From an optimization exercise on the open Yosys and OpenROAD flow, aimed at small area, a short achievable clock period and few clock cycles per item; shortcuts taken in it are not production practice.
Only simulation tests tie the RTL to the original design; equivalence was not proved.

Setup of main:
## muldiv_unit
module muldiv_unit
#(
  parameter int unsigned XLEN = 32
) (
  input  logic            clk,
  input  logic            rst,
  input  logic            in_valid,
  output logic            in_ready,
  input  logic [2:0]      op,
  input  logic [XLEN-1:0] rs1_data,
  input  logic [XLEN-1:0] rs2_data,
  input  logic [4:0]      rd_in,
  input  logic            flush,
  output logic            out_valid,
  input  logic            out_ready,
  output logic [XLEN-1:0] result,
  output logic [4:0]      rd_out,
  output logic            err
);
  localparam int SMul  = muldiv_pkg::SMul;
  localparam int SMulX = muldiv_pkg::SMulX;
  localparam int SDs1  = muldiv_pkg::SDs1;
  localparam int SSpec = muldiv_pkg::SSpec;
  localparam int SDiv  = muldiv_pkg::SDiv;
  localparam int SFix  = muldiv_pkg::SFix;
  localparam int NSt   = muldiv_pkg::NSt;
  logic [NSt-1:0] st_q, st_d;     
  logic        fin_q, fin_d;      
  logic        ov_q, ov_d;        
  logic        rdy_q, rdy_d;      
  logic [4:0]  cnt_q, cnt_d;
  logic [2:0]  jop_q;
  logic [4:0]  jrd_q;
  logic [32:0] md_q, md_d;     
  logic [32:0] acc_q, acc_d;   
  logic [31:0] lo_q, lo_d;     
  logic        neg_q, neg_d;   
  logic        negb_q, bz_q, nza_q, nzb_q, pa_q;
  logic [4:0]  posa_q, posb_q;
  logic        one0_q, two0_q, neg0_q, one1_q, two1_q, neg1_q, inv_q;
  logic        one0_d, two0_d, neg0_d, one1_d, two1_d, neg1_d, inv_d;
  logic        one2_q, two2_q, neg2_q, one3_q, two3_q, neg3_q;
  logic        one2_d, two2_d, neg2_d, one3_d, two3_d, neg3_d;
  logic [31:0] res_q;
  logic [4:0]  rrd_q;
  logic        short_q, lux_q;   
  logic j_rem, j_signed, j_lo, j_ux;
  assign j_rem    = jop_q[1];                
  assign j_signed = ~jop_q[0];               
  assign j_lo     = (jop_q[1:0] == 2'b00);   
  assign j_ux     = lux_q;                   
  logic [33:0] x0, x1, x2, x3, pp0, pp1, pp2, pp3;
  logic [40:0] ra, rb, rc, rd, re, s1, c1, s2, c2, s3, c3, t;
  assign x0  = one0_q ? {md_q[32], md_q} : (two0_q ? {md_q, 1'b0} : 34'd0);
  assign x1  = one1_q ? {md_q[32], md_q} : (two1_q ? {md_q, 1'b0} : 34'd0);
  assign x2  = one2_q ? {md_q[32], md_q} : (two2_q ? {md_q, 1'b0} : 34'd0);
  assign x3  = one3_q ? {md_q[32], md_q} : (two3_q ? {md_q, 1'b0} : 34'd0);
  assign pp0 = x0 ^ {34{neg0_q}};
  assign pp1 = x1 ^ {34{neg1_q}};
  assign pp2 = x2 ^ {34{neg2_q}};
  ...
Size: roughly 190 flip-flops, about 120 I/O pins, about 24000 µm² of cells after synthesis.
==> flow/config.mk <==
export PLATFORM = sky130hd
export DESIGN_NAME = muldiv_unit
export DESIGN_NICKNAME = muldiv_unit
export VERILOG_FILES = /design/flow/design.v
export SDC_FILE = /design/flow/constraint.sdc
export NUM_CORES = 4
export LEC_CHECK = 0
export ABC_CLOCK_PERIOD_IN_PS = 2500
export CAP_MARGIN = 20
export CORE_MARGIN = 2
export CORE_UTILIZATION = 40
export SETUP_SLACK_MARGIN = 5
export SLEW_MARGIN = 20
export TNS_END_PERCENT = 100
==> flow/constraint.sdc <==
create_clock -name core_clock -period 11.0 [get_ports {clk}]
set_input_delay 2.2000 -clock core_clock [delete_from_list [all_inputs] [get_ports {clk}]]
set_output_delay 2.2000 -clock core_clock [all_outputs]
set_load 0.01 [all_outputs]
run.sh (not shown) runs the stock make flow with config.mk's settings and CLKGATE_MAP_FILE= SYNTH_SCRIPT=/design/flow/synth_recipe.tcl, a recipe that flattens the netlist after the stock synthesis.
Testbench counts of main, summed over its fixed seeds: cycles 14,427, items 3,200.
Edits applied to the flow inputs when going from main to the feature branch:
- ABC_CLOCK_PERIOD_IN_PS no longer set, was 2500
- SETUP_SLACK_MARGIN now 4.5, was 5
Results
Share of the synthesized netlist area taken by xor and xnor gates across main and the feature branch: no real change.
Looking at time the worst path needs with I/O delays and setup across main and the feature branch, the one that comes out lower is main.
Final standard cell area without fillers in the feature branch is about 2.5% below main.
Routed wire length, main and the feature branch: larger value in main
Comparing main and the feature branch, logic depth of the worst path, buffers included is lower on main.
main ended up with more cell instances than the feature branch did.
Worst path setup slack after routing came out lower on the feature branch than on main.
main → the feature branch: first-pass GRT wire length lost 0.64%; period utilization up 5.5 points; net count reported at finish -22; flip-flop and latch share of the layout cell area now larger.

[static timing again, ports no longer ideal]
No port has a modelled driver above. Below, the same layouts with a new extraction and two added sets of constraints. Step 1 (the two cells are an assumption about what drives the block):
set clk [get_ports {clk}]
set_driving_cell -lib_cell sky130_fd_sc_hd__clkbuf_16 $clk
set_driving_cell -lib_cell sky130_fd_sc_hd__buf_2 [delete_from_list [all_inputs] $clk]
Step 2 also shifts input and output timing later by t, the mid clock arrival at the registers, as if the neighbouring blocks saw the same clock. a / b / c = ideal ports / drivers / drivers and shift; a / b = the first two.
run	t (ns)	setup WS [ns]	worst hold slack (ns)	worst slew at a driven data input, ns
main	0.575	5.051 / 5.051 / 4.623	0.425 / 0.425 / 0.425	0.04
the feature branch	0.574	4.448 / 4.448 / 4.215	0.425 / 0.425 / 0.425	0.04
After both steps setup and hold are still met in every run listed. The setup slack of main, which loses most, moves by 0.000 ns with the drivers and by -0.428 ns with both steps.
